Source: an optimization exercise on an open RTL-to-GDS flow (aim: small area and a short achievable clock period). Production flows keep margins and buffers that such runs may drop. In this exercise RTL edits were held to simulation tests only and were not proved equivalent to the original. No driver is modelled on the clock port, so clocking that relies on it looks cheaper here than on a real chip.

==> flow/design.v (outline; a module is shown in full before it is edited, if it fits) <==
// module fmultiplier: 1439 lines
// module fmul_fa: 10 lines
// module fmul_ha: 9 lines
module fmultiplier (
  input  logic        clk,
  input  logic        reset_n,
  input  logic [31:0] A,
  input  logic [31:0] B,
  output logic [31:0] result,
  output logic        exception
);
  // ...
==> flow/flow/run.sh <==
#!/bin/bash
# Own layout flow: the standard layout (standard.sh) with these changes:
#  - synthesis (flow/mksynth.sh): the design's fmul_fa / fmul_ha modules become
#    the library's full / half adder cells, Yosys's synth skips its early
#    "abc -fast", and Yosys's own adder extraction is off (ADDER_MAP_FILE
#    empty), since the design's adders are already cells;
#  - extra make variables from flow/make_args (@W@ there stands for this work
#    folder): the port buffer cell, and flow/skew.tcl as the step after clock
#    tree synthesis, which clocks the output registers from a delayed branch of
#    the clock tree (useful skew for the paths between the two register
#    stages; the outputs' own paths keep ample slack).
# Registers and their names are the standard synthesis's; every other step is
# the standard flow's. Each tool's log stays under orfs/logs/, the make output
# in flow_make.log.
set -euo pipefail
W=$PWD
bash flow/mksynth.sh "$W/synth_recipe.tcl" "$W" > flow_mksynth.log 2>&1
sed -e "s#$W/synth_recipe.tcl#$W/flow_synth.tcl#" standard.sh > flow_standard.sh
grep -q flow_synth.tcl flow_standard.sh
args=(ADDER_MAP_FILE=)
if [[ -f flow/make_args ]]; then
  while read -r a; do [[ -n "$a" ]] && args+=("${a//@W@/$W}"); done < flow/make_args
fi
echo "make args: ${args[*]}" > flow_make.log
bash flow_standard.sh "${args[@]}" finish >> flow_make.log 2>&1
==> flow/flow/make_args <==
BUFFER_PORTS_ARGS=-buffer_cell sky130_fd_sc_hd__buf_4
POST_CTS_TCL=@W@/flow/skew.tcl
SKIP_CTS_REPAIR_TIMING=1
REMOVE_ABC_BUFFERS=1
SKEW_CELLS=sky130_fd_sc_hd__clkdlybuf4s50_1 sky130_fd_sc_hd__dlygate4sd1_1 sky130_fd_sc_hd__clkbuf_8
SKEW_LEAF=sky130_fd_sc_hd__clkbuf_8
SETUP_SLACK_MARGIN=5.5
==> flow/flow/mksynth.sh <==
#!/bin/bash
# usage: mksynth.sh FLOW_SYNTH_TCL OUTDIR
# Writes OUTDIR/flow_synth.tcl and OUTDIR/flow_synth_core.tcl: the standard flow's synthesis
# script (ORFS synthesis without fsm/share, then flatten and rename) with two
# changes: each fmul_fa / fmul_ha / fmul_aoi22 / fmul_xor2 instance of the
# design becomes the library's fa / ha / a22oi / xor2 cell (the modules have the
# cells' pin names and functions),
# and Yosys's synth runs without its early "abc -fast" pass.
set -euo pipefail
src=$1; out=$2
core=$out/flow_synth_core.tcl
awk -v fa="${FA_CELL:-sky130_fd_sc_hd__fa_1}" '
  { print }
  /^hierarchy -check -top \$::env\(DESIGN_NAME\)$/ && !done {
    print "# map the design'"'"'s full-adder modules onto the library cell"
    print "chtype -map fmul_fa " fa
    print "chtype -map fmul_ha sky130_fd_sc_hd__ha_1"
    print "chtype -map fmul_aoi22 sky130_fd_sc_hd__a22oi_1"
    print "chtype -map fmul_xor2 sky130_fd_sc_hd__xor2_1"
    print "read_liberty -overwrite -setattr liberty_cell -lib {*}$::env(LIB_FILES)"
    print "hierarchy -check -top $::env(DESIGN_NAME)"
    done = 1
  }' "$FLOW_HOME/scripts/synth.tcl" > "$core"
grep -q "chtype -map fmul_fa" "$core"
sed -e 's/yosys synth -nofsm -noshare /yosys synth -nofsm -noshare -noabc /' \
    -e "s#source \$::env(SCRIPTS_DIR)/synth.tcl#source $core#" "$src" > "$out/flow_synth.tcl"
grep -q -- "-noabc" "$out/flow_synth.tcl"
grep -q "$core" "$out/flow_synth.tcl"
==> flow/flow/skew.tcl <==
# Clock the output registers (result, exception) from a delayed branch of the
# clock tree: it gives the paths from the pipeline registers into them more
# time; their paths to the outputs, which have ample slack, get less.
# Used as POST_CTS_TCL: runs on the design right after clock tree synthesis.
set block [ord::get_db_block]
# the delay chain, first cell to last; the last one drives the registers
if {![info exists ::env(SKEW_CELLS)] || $::env(SKEW_CELLS) eq ""} {
  set ::env(SKEW_CELLS) "sky130_fd_sc_hd__clkdlybuf4s50_1 sky130_fd_sc_hd__clkbuf_8"
}
set masters {}
foreach c $::env(SKEW_CELLS) {
  set m [[ord::get_db] findMaster $c]
  if {$m eq "NULL" || $m eq ""} { error "skew: no cell $c" }
  lappend masters $m
}

# the output registers
set flops {}
foreach inst [$block getInsts] {
  set n [$inst getName]
  if {[regexp {^(result\\?\[[0-9]+\\?\]|exception)\$_DFF} $n]} { lappend flops $inst }
}
puts "skew: [llength $flops] output registers"
if {[llength $flops] != 33} { error "skew: expected 33 output registers" }

# the clock root buffer's output net: the net driven by the cell the clk port feeds
set clknet [$block findNet clk]
set root ""
foreach it [$clknet getITerms] {
  if {[$it isInputSignal]} { set root [$it getInst] }
}
if {$root eq ""} { error "skew: no clock root buffer" }
set rootnet ""
foreach it [$root getITerms] { if {[$it isOutputSignal]} { set rootnet [$it getNet] } }
puts "skew: tapping [$rootnet getName] after [$root getName]"

# centroid of the output registers
set sx 0; set sy 0
foreach f $flops { set loc [$f getLocation]; set sx [expr {$sx + [lindex $loc 0]}]; set sy [expr {$sy + [lindex $loc 1]}] }
set cx [expr {int($sx / [llength $flops])}]
set cy [expr {int($sy / [llength $flops])}]

proc mk {block master name x y} {
  set i [odb::dbInst_create $block $master $name]
  $i setLocation $x $y
  $i setPlacementStatus PLACED
  return $i
}
set net $rootnet
set k 0
foreach m $masters {
  incr k
  set i [mk $block $m skew_c$k $cx $cy]
  set out [odb::dbNet_create $block skew_n$k]
  $out setSigType CLOCK
  set ins {}
  foreach it [$i getITerms] {
    if {[$it isInputSignal]} { lappend ins $it }
    if {[$it isOutputSignal]} { $it connect $out }
  }
  if {[llength $ins] != 1} { error "skew: $m is not a buffer" }
  [lindex $ins 0] connect $net
  set net $out
}
set n3 $net

# split the registers into groups by place (halves by x, then by y), each
# clocked by its own leaf buffer at the group's centre
proc centre {insts} {
  set sx 0; set sy 0
  foreach f $insts { set loc [$f getLocation]; set sx [expr {$sx + [lindex $loc 0]}]; set sy [expr {$sy + [lindex $loc 1]}] }
  return [list [expr {int($sx / [llength $insts])}] [expr {int($sy / [llength $insts])}]]
}
proc split_by {insts axis} {
  set keyed {}
  foreach f $insts { lappend keyed [list [lindex [$f getLocation] $axis] $f] }
  set sorted {}
  foreach p [lsort -integer -index 0 $keyed] { lappend sorted [lindex $p 1] }
  set h [expr {[llength $sorted] / 2}]
  return [list [lrange $sorted 0 [expr {$h - 1}]] [lrange $sorted $h end]]
}
if {![info exists ::env(SKEW_LEAF)] || $::env(SKEW_LEAF) eq ""} { set ::env(SKEW_LEAF) sky130_fd_sc_hd__clkbuf_4 }
set leafm [[ord::get_db] findMaster $::env(SKEW_LEAF)]
set groups {}
foreach half [split_by $flops 0] { foreach q [split_by $half 1] { lappend groups $q } }
set old {}
set g 0
foreach grp $groups {
  incr g
  set c [centre $grp]
  set lb [mk $block $leafm skew_leaf$g [lindex $c 0] [lindex $c 1]]
  set ln [odb::dbNet_create $block skew_leaf_n$g]
  $ln setSigType CLOCK
  foreach it [$lb getITerms] {
    if {[$it isInputSignal]} { $it connect $n3 }
    if {[$it isOutputSignal]} { $it connect $ln }
  }
  foreach f $grp {
    set it [$f findITerm CLK]
    set on [$it getNet]
    if {[lsearch -exact $old $on] < 0} { lappend old $on }
    $it disconnect
    $it connect $ln
  }
}
puts "skew: [llength $groups] leaf buffers"
# remove the clock buffers that drove only output registers
set changed 1
while {$changed} {
  set changed 0
  foreach on $old {
    if {[llength [$on getITerms]] != 1 || [llength [$on getBTerms]] > 0} continue
    set drv [[lindex [$on getITerms] 0] getInst]
    if {![string match *clkbuf* [[$drv getMaster] getName]]} continue
    set in ""
    foreach it [$drv getITerms] { if {[$it isInputSignal]} { set in [$it getNet] } }
    puts "skew: removing clock buffer [$drv getName], now without loads"
    set old [lsearch -all -inline -not -exact $old $on]
    odb::dbInst_destroy $drv
    odb::dbNet_destroy $on
    if {$in ne "" && [lsearch -exact $old $in] < 0} { lappend old $in }
    set changed 1
    break
  }
}
detailed_placement
check_placement -verbose
estimate_parasitics -placement
report_clock_skew
puts "skew: done"
==> flow/standard.sh <==
#!/bin/bash
# synth_recipe.tcl (not shown) runs the flow's synth.tcl, then flattens the netlist and writes it again
# the make line also repeats each setting of config.mk as NAME=value (left out here)
make -C /OpenROAD-flow-scripts/flow DESIGN_CONFIG=/design/flow/config.mk WORK_HOME=/design/flow/orfs CLKGATE_MAP_FILE= SYNTH_SCRIPT=/design/flow/synth_recipe.tcl "${@:-finish}"
==> flow/config.mk <==
export PLATFORM = sky130hd
export DESIGN_NAME = fmultiplier
export DESIGN_NICKNAME = fmultiplier
export VERILOG_FILES = /design/flow/design.v
export SDC_FILE = /design/flow/constraint.sdc
export NUM_CORES = 4
export LEC_CHECK = 0
export CAP_MARGIN = 20
export CORE_MARGIN = 2
export CORE_UTILIZATION = 65
export CTS_BUF_LIST = sky130_fd_sc_hd__clkbuf_8 sky130_fd_sc_hd__clkbuf_16
export HOLD_SLACK_MARGIN = 0.1
export PLACE_DENSITY = 0.75
export SETUP_SLACK_MARGIN = 5
export SLEW_MARGIN = 20
==> flow/constraint.sdc <==
create_clock -name core_clock -period 10.0 [get_ports {clk}]
set_input_delay 2.0000 -clock core_clock [delete_from_list [all_inputs] [get_ports {clk}]]
set_output_delay 2.0000 -clock core_clock [all_outputs]
set_load 0.01 [all_outputs]
==> out/metrics.yaml, run 1 <==
slew_viol_final: 0
cp.depth: 9
gp_congestion: 0.924
diodes: 1
grt_util_met2: 0.570
status: "finished clean"
cts_tree: "done"
drt_first_pass_iters: 6
wire_per_inst_um: 24.9
endpoint_kind: "register"
n_fill_cell: 2420
sh_seq_area: 0.177
n_sequential_cell: 197
hpwl_um: 43800
ys_warn_count: 3
grt_pass1_vias: 17900
start_util: 0.662
dominant_cells: "multi-input gates"
drtAntennaViolNets: 0
ys_top_cells_by_area: "fa_1 (45%), dfxtp_1 (15%), nand2_1 (10%)"
maxCapViolations: 0
met1Wirelength_um: 23900
cp.arrival_ps: 4760
io_buffer_count: 98
==> run 2, diff against run 1 <==
--- a/flow/flow/make_args
+++ b/flow/flow/make_args
@@ -4,4 +4,4 @@
 REMOVE_ABC_BUFFERS=1
 SKEW_CELLS=sky130_fd_sc_hd__clkdlybuf4s50_1 sky130_fd_sc_hd__dlygate4sd1_1 sky130_fd_sc_hd__clkbuf_8
 SKEW_LEAF=sky130_fd_sc_hd__clkbuf_8
-SETUP_SLACK_MARGIN=5.5
+SETUP_SLACK_MARGIN=5.8
==> run 2 against run 1 <==
  * Design area increased by 3.6%
  * Area after synthesis unchanged
  * First-iteration DRC count increased by 1.4%
  * Critical endpoint is now pq[90]$_DFF_P_
  * Clock skew increased by 3.3 ps
  * Critical path depth decreased by 3
  * Register-to-register slack improved by 210 ps
  * Highest routed layer unchanged
  * Wire length increased by 3.1%
==> out/metrics.yaml, run 2 <==
endpoint_kind: "register"  # unchanged
rsz0062_at_grt: "yes"  # unchanged
gr-total-overflow: 0  # unchanged
avgSynthCellArea_um2: 10.2  # unchanged
gp_congestion: 0.924  # unchanged
drt_first_pass_iters: 6  # unchanged
grt_util_met2: 0.570  # unchanged
cp_data_required_time_ps: 10300  # was 10,330 ps
vias: 16800  # was 16,500
die_width_um: 187  # unchanged
wire_per_inst_um: 25.4  # was 24.9 µm
post_dp_cell_area_um2: 22300  # unchanged
min_period_ps: 4220  # was 4430 ps
tightest_slew_ps: 1190  # was 720 ps
synth.distinct_cells: 95  # unchanged
cts_tree: "done"  # unchanged
layout-drive-gt1-share: 0.141  # was 0.108
final_util: 0.739  # was 0.714
start_kind: "input port"  # unchanged
ys.flop_type: "dfxtp_1"  # unchanged
met3_usage: 0.147  # unchanged
drc: 0  # unchanged
io_pins: 99  # unchanged
n_fill_cell: 2303  # was 2,420
use_met1: 0.496  # unchanged
r2r_end: "result[29]$_DFF_PN0_"  # was result[19]$_DFF_PN0_
finalInstanceArea_um2: 24200  # was 23,300 µm²
layout.nets: 2724  # was 2,702
cp.arrival_ps: 4520  # was 4760 ps
synth_most_common_cell: "nand2_1"  # unchanged
synth-seq-cells: 197  # unchanged
synthToLayoutAreaGrowth_pct: 11.6  # was 7.77%
finClkSkew_ps: 858  # was 855 ps
yosysTopAreaCellShare: 0.450  # unchanged
yosysTopAreaCell: "fa_1"  # unchanged
period_share: 0.422  # was 0.443
status: "finished clean"  # unchanged
hpwl_um: 43800  # unchanged
grt.total_usage: 0.377  # unchanged
dp_cells: 2497  # unchanged
crit_fanout: 25  # was 5
synth_edf_count: 0  # unchanged
rrSetupSlack_ps: 5840  # was 5630 ps
clk_pin_slew_worst_paths_ps: 70  # about the same
rows: 66  # unchanged
maxCapViolations: 0  # unchanged
place_ws_ps: 4550  # unchanged
hold_viol_final: 0  # unchanged
syn_area_um2: 21700  # unchanged
io_buffer_count: 98  # unchanged
layout_setup_ws_ps: 5780  # was 5570 ps
start_util: 0.662  # unchanged
ys_top_cells_by_count: "nand2_1 (579), fa_1 (487), dfxtp_1 (160)"  # unchanged
drt_wl_total_um: 65700  # was 63,700 µm
ys_top_cells_by_area: "fa_1 (45%), dfxtp_1 (15%), nand2_1 (10%)"  # unchanged
async_flop_share: 0.188  # unchanged
reg_top3: "pq x151, result x32, exp_q x9"  # unchanged
worstSetupPathType: "in -> reg"  # unchanged
fmax_mhz: 237  # was 226 MHz
clk_latency_ps: 1280  # about the same
cts_sinks: 197  # unchanged
grt_max_degree: 38  # unchanged
grt_antenna_before_repair: 1  # unchanged
grt_pass1_wl_um: 99900  # unchanged
layout_commonest_cell: "nand2_1"  # unchanged
slew_viol_final: 0  # unchanged
largest_register_ffs: 151  # unchanged
r2r_cells: 16  # was 15
hp-class: "reg -> reg"  # unchanged
layout.cells.non_filler: 2586  # was 2,564
worstReg2RegStart: "pq[47]$_DFF_P_"  # was pq[34]$_DFF_P_
viasPerCell: 6.51  # was 6.45
grt_pass1_vias: 17900  # unchanged
slew-limit-headroom: 0.198  # was 0.516
cp-endpoint: "pq[90]$_DFF_P_"  # was exp_q[8]$_DFF_P_
die_h_um: 187  # unchanged
core_area_um2: 32700  # unchanged
final-setup-viol-count: 0  # unchanged
seq_area_frac_synth: 0.191  # unchanged
fin_setup_tns_ps: 0  # unchanged
busiest_layer: "met2"  # unchanged
top_register: "pq"  # unchanged
crit_start: "B[8]"  # was A[24]
ys_warn_count: 3  # unchanged
dieArea_um2: 34800  # unchanged
final_cell_mix: "nand2_1 (577), fa_1 (483), dfxtp_1 (159)"  # was nand2_1 (577), fa_1 (487), dfxtp_1 (160)
syn_inst: 2128  # unchanged
drtAntennaViolNets: 0  # unchanged
drtIter0Drc: 1895  # was 1,868
-- run 2: cell types whose count changed in the layout (fill, tap and decap cells not counted), sizes merged --
cell   before  now
buf       109  129
a21o        7    8
a31oi      14   15
-- run 2: worst max-delay path: stages --
cell,delay [ps]
buf_6,270
nand2_1,160
fa_1,600
fa_1,440
fa_1,540
fa_1,490
-- run 2: cell families after synthesis --
logic type,share of synthesized area
mux,0.00520
buf+inv,0.0423
flops,0.191
simple gates,0.174
fa+ha+maj,0.477
compound gates,0.0628
xor+xnor,0.0481
-- run 2: worst min-delay path by stage --
stage	cells after the start	from	slack (ps)	to
after floorplan	1	sign_q$_DFF_PN0_	440	result[31]$_DFF_PN0_
after global placement	1	sign_q$_DFF_PN0_	450	result[31]$_DFF_PN0_
after detailed placement	1	sign_q$_DFF_PN0_	470	result[31]$_DFF_PN0_
after global routing	3	exp_q[5]$_DFF_P_	100	result[28]$_DFF_PN0_
final	3	exp_q[5]$_DFF_P_	40	result[28]$_DFF_PN0_
-- run 2: through the flow --
| step | hold WS (ps) |
|---|---|
| floorplan | 439 |
| global placement | 452 |
| detailed placement | 466 |
| global route | 101 |
| finish | 37.6 |
-- run 2: cell type report, without the clock buffers --
cell class	instances	area, µm²	area share
timing repair buffer	146	1370	0.0568
inverter	61	229	0.00947
tap	442	553	0.0229
antenna	1	2.50	0.000104
buffer	7	87.6	0.00362
sequential	197	4130	0.171
clock inverter	15	179	0.00740
multi-input combinational	1700	17200	0.711
-- run 2: routing by layer --
metal,vias up,wire length (µm)
met2,1346,29700
met5,-,0
li1,6788,-
met4,0,2580
met1,8410,24300
met3,286,9160
==> run 3, diff against run 2 <==
==> flow/flow/make_args (replaced) <==
BUFFER_PORTS_ARGS=-buffer_cell sky130_fd_sc_hd__buf_4
POST_CTS_TCL=@W@/flow/skew.tcl
SKIP_CTS_REPAIR_TIMING=1
REMOVE_ABC_BUFFERS=1
SKEW_CELLS=sky130_fd_sc_hd__dlygate4sd3_1 sky130_fd_sc_hd__clkdlybuf4s50_1 sky130_fd_sc_hd__clkbuf_8
SKEW_LEAF=sky130_fd_sc_hd__clkbuf_8
SETUP_SLACK_MARGIN=5.5
--- a/flow/config.mk
+++ b/flow/config.mk
@@ -9,7 +9,7 @@
 export CORE_MARGIN = 2
 export CORE_UTILIZATION = 65
 export CTS_BUF_LIST = sky130_fd_sc_hd__clkbuf_8 sky130_fd_sc_hd__clkbuf_16
-export HOLD_SLACK_MARGIN = 0.1
+export HOLD_SLACK_MARGIN = 0.15
 export PLACE_DENSITY = 0.75
 export SETUP_SLACK_MARGIN = 5
 export SLEW_MARGIN = 20
==> run 3 against run 2 <==
  * Wire length down 3.1%
  * Design area down 2.9%
  * Register-to-register slack worse by 130 ps
  * Hold slack better by 40 ps
  * Setup slack worse by 200 ps
  * Area after synthesis unchanged
  * Via count down 0.52%
  * Final cell count unchanged
  * Flip-flop and latch count unchanged
  * Still clean on timing, DRC and antenna
  * Critical endpoint is now exp_q[8]$_DFF_P_
  * Sequential share of layout area up 0.51 points
==> out/metrics.yaml, run 3 <==
status: "finished clean"  # unchanged
use_met1: 0.496  # unchanged
synth.distinct_cells: 95  # unchanged
worstSetupPathType: "in -> reg"  # unchanged
path_common_cell: "maj3_1"  # was fa_1
multi_input_area_um2: 16600  # was 17,200 µm²
critPathSlowestCell: "maj3_1"  # was fa_1
cp_cell_sequence: "buf_4 > nor2_1 > a21oi_1 > maj3_1 > maj3_1 > maj3_1 > maj3_1 > maj3_1 > maj3_1"  # was buf_6 > nand2_1 > fa_1 > fa_1 > fa_1 > fa_1
clk_latency_ps: 1620  # was 1280 ps
hpwl_um: 43800  # unchanged
ys_top_cells_by_area: "fa_1 (45%), dfxtp_1 (15%), nand2_1 (10%)"  # unchanged
drc: 0  # unchanged
grt_antenna_before_repair: 2  # was 1
final_util: 0.718  # was 0.739
layout-drive-gt1-share: 0.0943  # was 0.141
top_register: "pq"  # unchanged
r2r_end: "result[28]$_DFF_PN0_"  # was result[29]$_DFF_PN0_
yosysTopAreaCellShare: 0.450  # unchanged
dieArea_um2: 34800  # unchanged
drt_wl_total_um: 63700  # was 65,700 µm
ys.flop_type: "dfxtp_1"  # unchanged
yosysTopAreaCell: "fa_1"  # unchanged
io_pins: 99  # unchanged
cts_tree: "done"  # unchanged
synth_edf_count: 0  # unchanged
register_area_um2: 4130  # about the same
period_share: 0.442  # was 0.422
synthToLayoutAreaGrowth_pct: 8.37  # was 11.6%
layout.nets: 2724  # unchanged
grt_pass1_wl_um: 99900  # about the same
io_buffer_count: 98  # unchanged
endpoint_kind: "register"  # unchanged
clk_pin_slew_worst_paths_ps: 80  # was 70 ps
die_h_um: 187  # unchanged
viasPerCell: 6.47  # was 6.51
rows: 66  # unchanged
tightest_slew_ps: 729  # was 1190 ps
syn_inst: 2128  # unchanged
async_flop_share: 0.188  # unchanged
maxCapViolations: 0  # unchanged
grt_max_degree: 38  # unchanged
ys_warn_count: 3  # unchanged
vias: 16700  # was 16,800
final_cell_mix: "nand2_1 (579), fa_1 (487), dfxtp_1 (160)"  # was nand2_1 (577), fa_1 (483), dfxtp_1 (159)
busiest_layer: "met2"  # unchanged
n_fill_cell: 2422  # was 2,303
max_stage_delay_ps: 410  # was 600 ps
grt_pass1_vias: 17900  # about the same
reg_top3: "pq x151, result x32, exp_q x9"  # unchanged
worstReg2RegStart: "pq[101]$_DFF_P_"  # was pq[47]$_DFF_P_
finClkSkew_ps: 1200  # was 858 ps
slew-limit-headroom: 0.514  # was 0.198
rsz0062_at_grt: "no"  # was yes
cp.arrival_ps: 4750  # was 4520 ps
crit_fanout: 5  # was 25
hold_end: "result[8]$_DFF_PN0_"  # was result[28]$_DFF_PN0_
min_period_ps: 4420  # was 4220 ps
seq_area_frac_synth: 0.191  # unchanged
r2r_cells: 15  # was 16
wire_per_inst_um: 24.6  # was 25.4 µm
grt_util_met2: 0.570  # unchanged
ys_top_cells_by_count: "nand2_1 (579), fa_1 (487), dfxtp_1 (160)"  # unchanged
core_area_um2: 32700  # unchanged
synth-seq-cells: 197  # unchanged
met3_usage: 0.147  # about the same
hold_path_depth: 6  # was 3
cts_sinks: 197  # unchanged
hold_start: "pq[112]$_DFF_P_"  # was exp_q[5]$_DFF_P_
gp_congestion: 0.924  # unchanged
largest_register_ffs: 151  # unchanged
grt.total_usage: 0.377  # unchanged
rrSetupSlack_ps: 5710  # was 5840 ps
start_kind: "input port"  # unchanged
fin_setup_tns_ps: 0  # unchanged
die_width_um: 187  # unchanged
gr-total-overflow: 0  # unchanged
slew_viol_final: 0  # unchanged
avgSynthCellArea_um2: 10.2  # unchanged
hp-class: "reg -> reg"  # unchanged
drtIter0Drc: 1982  # was 1,895
syn_area_um2: 21700  # unchanged
cp_data_required_time_ps: 10330  # was 10,300 ps
fmax_mhz: 226  # was 237 MHz
synth_most_common_cell: "nand2_1"  # unchanged
hold_viol_final: 0  # unchanged
layout_commonest_cell: "nand2_1"  # unchanged
drtAntennaViolNets: 0  # unchanged
start_util: 0.662  # unchanged
final-setup-viol-count: 0  # unchanged
drt_first_pass_iters: 9  # was 6
run 3: changes by cell type in the layout (fill, tap and decap cells not counted), sizes merged:
cell	previous run	this run
dlygate4sd1	1	0
buf	129	99
a21o	8	7
a31oi	15	14
dlygate4sd3	17	50
run 3: layout make-up, without the clock buffers:
cell class	instances	area share
multi-input combinational	1698	0.708
clock inverter	15	0.00762
buffer	7	0.00379
inverter	61	0.00976
timing repair buffer	148	0.0526
antenna	1	0.000107
sequential	197	0.176
tap	442	0.0236
run 3: kinds of logic after synthesis:
family,Yosys count,synth area share
xor+xnor,119,0.0481
compound gates,188,0.0628
flops,197,0.191
fa+ha+maj,535,0.477
mux,11,0.00520
simple gates,845,0.174
buf+inv,233,0.0423
run 3: critical path: cells and delay by family:
kind                       cells  cell delay, ps
and+or+nand+nor                1             120
buffers and inverters          1             130
adders and majority gates      6            2420
AOI/OAI and AO/OA              1              80
run 3: worst max-delay path by stage:
stage	from	end	slack (ps)
final	A[24]	exp_q[8]$_DFF_P_	5580
after floorplan	pq[81]$_DFF_P_	result[12]$_DFF_PN0_	4670
after detailed placement	pq[101]$_DFF_P_	result[4]$_DFF_PN0_	4550
after global placement	pq[101]$_DFF_P_	result[0]$_DFF_PN0_	4700
after global routing	pq[101]$_DFF_P_	result[28]$_DFF_PN0_	5520
run 3: routing by layer:
metal | vias up | wire, µm | part of all wire
met5 | - | 0 | 0
met4 | 0 | 2490 | 0.039
met3 | 268 | 9270 | 0.15
met2 | 1321 | 28500 | 0.45
met1 | 8387 | 23400 | 0.37
li1 | 6767 | - | -
run 3: stage by stage:
stage	cell area (µm²)	cells	hold WS (ps)	setup WS [ps]
finish	23500	2586	77.2	5580
global route	23500	2586	176	5520
detailed placement	22300	2497	466	4550
global placement	22300	2497	452	4700
floorplan	21000	1956	439	4670
==> run 4, diff against run 3 <==
--- a/flow/flow/run.sh
+++ b/flow/flow/run.sh
@@ -5,11 +5,13 @@
 #    "abc -fast", and Yosys's own adder extraction is off (ADDER_MAP_FILE
 #    empty), since the design's adders are already cells;
 #  - extra make variables from flow/make_args (@W@ there stands for this work
-#    folder): the port buffer cell, and flow/skew.tcl as the step after clock
-#    tree synthesis, which clocks the output registers from a delayed branch of
-#    the clock tree (useful skew for the paths between the two register
-#    stages; the outputs' own paths keep ample slack).
-# Registers and their names are the standard synthesis's; every other step is
+#    folder): the port buffer cell; flow/skew.tcl as the step after clock tree
+#    synthesis, which clocks the output registers from a delayed branch of the
+#    clock tree (useful skew for the paths between the two register stages;
+#    the outputs' own paths keep ample slack); the setup repair left to the
+#    global-route step, after the skew is in place (no repair at floorplan or
+#    after CTS), with a tighter setup target.
+# Registers and their names are the standard synthesis's; the other steps are
 # the standard flow's. Each tool's log stays under orfs/logs/, the make output
 # in flow_make.log.
 set -euo pipefail
==> flow/flow/make_args (replaced) <==
BUFFER_PORTS_ARGS=-buffer_cell sky130_fd_sc_hd__buf_4
POST_CTS_TCL=@W@/flow/skew.tcl
SKIP_CTS_REPAIR_TIMING=1
REMOVE_ABC_BUFFERS=1
SKEW_CELLS=sky130_fd_sc_hd__clkdlybuf4s50_1 sky130_fd_sc_hd__dlygate4sd1_1 sky130_fd_sc_hd__clkbuf_8
SKEW_LEAF=sky130_fd_sc_hd__clkbuf_8
SETUP_SLACK_MARGIN=5.8
--- a/flow/config.mk
+++ b/flow/config.mk
@@ -9,7 +9,7 @@
 export CORE_MARGIN = 2
 export CORE_UTILIZATION = 65
 export CTS_BUF_LIST = sky130_fd_sc_hd__clkbuf_8 sky130_fd_sc_hd__clkbuf_16
-export HOLD_SLACK_MARGIN = 0.15
+export HOLD_SLACK_MARGIN = 0.1
 export PLACE_DENSITY = 0.75
 export SETUP_SLACK_MARGIN = 5
 export SLEW_MARGIN = 20
==> run 4 against run 3 <==
  * Largest cell class unchanged
  * Global-route usage unchanged
  * Sequential share of layout area decreased by 0.51 points
  * Final cell count unchanged
  * Critical path depth decreased by 3
  * Hold slack got worse by 40 ps
  * First-iteration DRC count decreased by 4.4%
  * Utilization increased by 2.2 points
==> out/metrics.yaml, run 4 <==
grt_pass1_wl_um: 99900  # about the same
synth.distinct_cells: 95  # unchanged
avgSynthCellArea_um2: 10.2  # unchanged
synthSimpleGateAreaFrac: 0.174  # unchanged
top_register: "pq"  # unchanged
core_area_um2: 32700  # unchanged
max_stage_delay_ps: 600  # was 410 ps
yosysTopAreaCellShare: 0.450  # unchanged
crit_fanout: 25  # was 5
async_flop_share: 0.188  # unchanged
io_buffer_count: 98  # unchanged
synth-seq-cells: 197  # unchanged
grt_antenna_before_repair: 1  # was 2
slew_viol_final: 0  # unchanged
cts_tree: "done"  # unchanged
die_width_um: 187  # unchanged
fmax_mhz: 237  # was 226 MHz
hpwl_um: 43800  # unchanged
maxCapViolations: 0  # unchanged
final_cell_mix: "nand2_1 (577), fa_1 (483), dfxtp_1 (159)"  # was nand2_1 (579), fa_1 (487), dfxtp_1 (160)
clk_pin_slew_worst_paths_ps: 70  # was 80 ps
cp.arrival_ps: 4520  # was 4750 ps
synth_edf_count: 0  # unchanged
final-setup-viol-count: 0  # unchanged
min_period_ps: 4220  # was 4420 ps
drt_first_pass_iters: 6  # was 9
syn_inst: 2128  # unchanged
n_fill_cell: 2303  # was 2,422
cp_data_required_time_ps: 10300  # was 10,330 ps
ys_top_cells_by_area: "fa_1 (45%), dfxtp_1 (15%), nand2_1 (10%)"  # unchanged
wire_per_inst_um: 25.4  # was 24.6 µm
io_pins: 99  # unchanged
grt_max_degree: 38  # unchanged
synthMuxAreaShare: 0.00520  # unchanged
yosysTopAreaCell: "fa_1"  # unchanged
vias: 16800  # was 16,700
register_area_um2: 4130  # about the same
clk_latency_ps: 1280  # was 1620 ps
gp_congestion: 0.924  # unchanged
grt.total_usage: 0.377  # unchanged
dieArea_um2: 34800  # unchanged
slew-limit-headroom: 0.198  # was 0.514
ys_warn_count: 3  # unchanged
cp_cell_sequence: "buf_6 > nand2_1 > fa_1 > fa_1 > fa_1 > fa_1"  # was buf_4 > nor2_1 > a21oi_1 > maj3_1 > maj3_1 > maj3_1 > maj3_1 > maj3_1 > maj3_1
viasPerCell: 6.51  # was 6.47
synth_most_common_cell: "nand2_1"  # unchanged
ys_top_cells_by_count: "nand2_1 (579), fa_1 (487), dfxtp_1 (160)"  # unchanged
synth_xor_area_frac: 0.0481  # unchanged
ys.flop_type: "dfxtp_1"  # unchanged
synth_top_family_by_area: "adder cells"  # unchanged
multi_input_area_um2: 17200  # was 16,600 µm²
fin_setup_tns_ps: 0  # unchanged
layout.nets: 2724  # unchanged
drt_wl_total_um: 65700  # was 63,700 µm
path_common_cell: "fa_1"  # was maj3_1
status: "finished clean"  # unchanged
crit_family: "adder cells"  # unchanged
synth-adder-area-share: 0.477  # unchanged
synth-compound-area-share: 0.0628  # unchanged
tightest_slew_ps: 1190  # was 729 ps
cts_sinks: 197  # unchanged
largest_register_ffs: 151  # unchanged
period_share: 0.422  # was 0.442
hold_viol_final: 0  # unchanged
seq_area_frac_synth: 0.191  # unchanged
drtAntennaViolNets: 0  # unchanged
worstSetupPathType: "in -> reg"  # unchanged
layout_commonest_cell: "nand2_1"  # unchanged
finClkSkew_ps: 858  # was 1200 ps
whs_ps: 37.6  # was 77.2 ps
grt_pass1_vias: 17900  # about the same
endpoint_kind: "register"  # unchanged
rsz0062_at_grt: "yes"  # was no
gr-total-overflow: 0  # unchanged
layout-drive-gt1-share: 0.141  # was 0.0943
die_h_um: 187  # unchanged
synthToLayoutAreaGrowth_pct: 11.6  # was 8.37%
hp-class: "reg -> reg"  # unchanged
rows: 66  # unchanged
syn_area_um2: 21700  # unchanged
reg_top3: "pq x151, result x32, exp_q x9"  # unchanged
critPathSlowestCell: "fa_1"  # was maj3_1
path_buf_inv: 1  # unchanged
drc: 0  # unchanged
start_util: 0.662  # unchanged
drtIter0Drc: 1895  # was 1,982
start_kind: "input port"  # unchanged
[run 4: worst paths after layout]
path	from	endpoint	slack (ps)	cells after the start
worst max register to register	pq[47]$_DFF_P_	result[29]$_DFF_PN0_	5840	16
min in group asynchronous	reset_n	result[27]$_DFF_PN0_	680	1
worst min-delay path	exp_q[5]$_DFF_P_	result[28]$_DFF_PN0_	40	3
worst max-delay path	B[8]	pq[90]$_DFF_P_	5780	6
worst min register to register	exp_q[5]$_DFF_P_	result[28]$_DFF_PN0_	40	3
max in group asynchronous	reset_n	sign_q$_DFF_PN0_	8110	1
[run 4: stage by stage]
stage / cell area [µm²] / utilization / worst slack, ps / std cells
2_1_floorplan: 21000 / - / 4670 / 1956
3_3_place_gp: 22300 / 0.681 / 4700 / 2497
3_5_place_dp: 22300 / 0.681 / 4550 / 2497
5_1_grt: 24200 / 0.739 / 5690 / 2585
6_report: 24200 / 0.739 / 5780 / 2586
[run 4: routing by layer]
metal	part of all wire	GRT usage
met2	0.45	0.570
met4	0.039	0.149
met3	0.14	0.147
met5	0	0
met1	0.37	0.496
[run 4: cell families (layout without fill, tap and decap cells)]
logic type,Yosys count,in the layout
AOI/OAI and AO/OA,188,190
xor gates and xnor gates,119,119
adders and majority gates,535,535
buffers and inverters,233,246
DFF,197,197
muxes,11,11
other,0,1
and+or+nand+nor,845,845
[run 4: layout make-up, without the clock buffers]
class | count | area share
antenna | 1 | 0.000104
buffer | 7 | 0.00362
clock inverter | 15 | 0.00740
inverter | 61 | 0.00947
multi-input combinational | 1700 | 0.711
sequential | 197 | 0.171
tap | 442 | 0.0229
timing repair buffer | 146 | 0.0568
[run 4: worst register-to-register path: cells and delay by family, from the launching register on]
kind / cells / cell delay [ps]
buffers and inverters: 2 / 370
adder cells (fa/ha/maj): 3 / 1480
flip-flops: 1 / 330
AND/OR/NAND/NOR: 4 / 920
multiplexers: 1 / 240
AO/OA/AOI/OAI: 6 / 1540

[re-timing with driven ports]
The results above use ideal ports. As a check the final layouts listed here were re-extracted and re-timed, cells and wires unchanged. Step 1 sets driving cells, clkbuf_16 on the clock port and buf_2 on the other inputs (assumed; they add their load-dependent delay and slew). Step 2, shift: input delay + t, output delay - t, t = (earliest + latest rising clock arrival at the registers) / 2. This alone moves slack from input paths to output paths. Three values: ideal, step 1, step 2; two values: the first two.
| run | shift t [ns] | slack for setup (ns) | clock arrival spread, ns |
|---|---|---|---|
| run 1 | 0.905 | 5.566 / 5.593 / 4.689 | 0.855 / 0.855 |
| run 2 | 0.907 | 5.780 / 5.793 / 4.886 | 0.859 / 0.858 |
| run 3 | 1.075 | 5.583 / 5.610 / 4.535 | 1.199 / 1.199 |
| run 4 | 0.907 | 5.780 / 5.793 / 4.886 | 0.859 / 0.858 |
Clock arrivals are far apart in every run listed, so t is only a midpoint there and step 2 fits no single register. For run 3, which loses most, drivers alone change the setup slack by +0.027 ns; drivers and shift together by -1.048 ns.
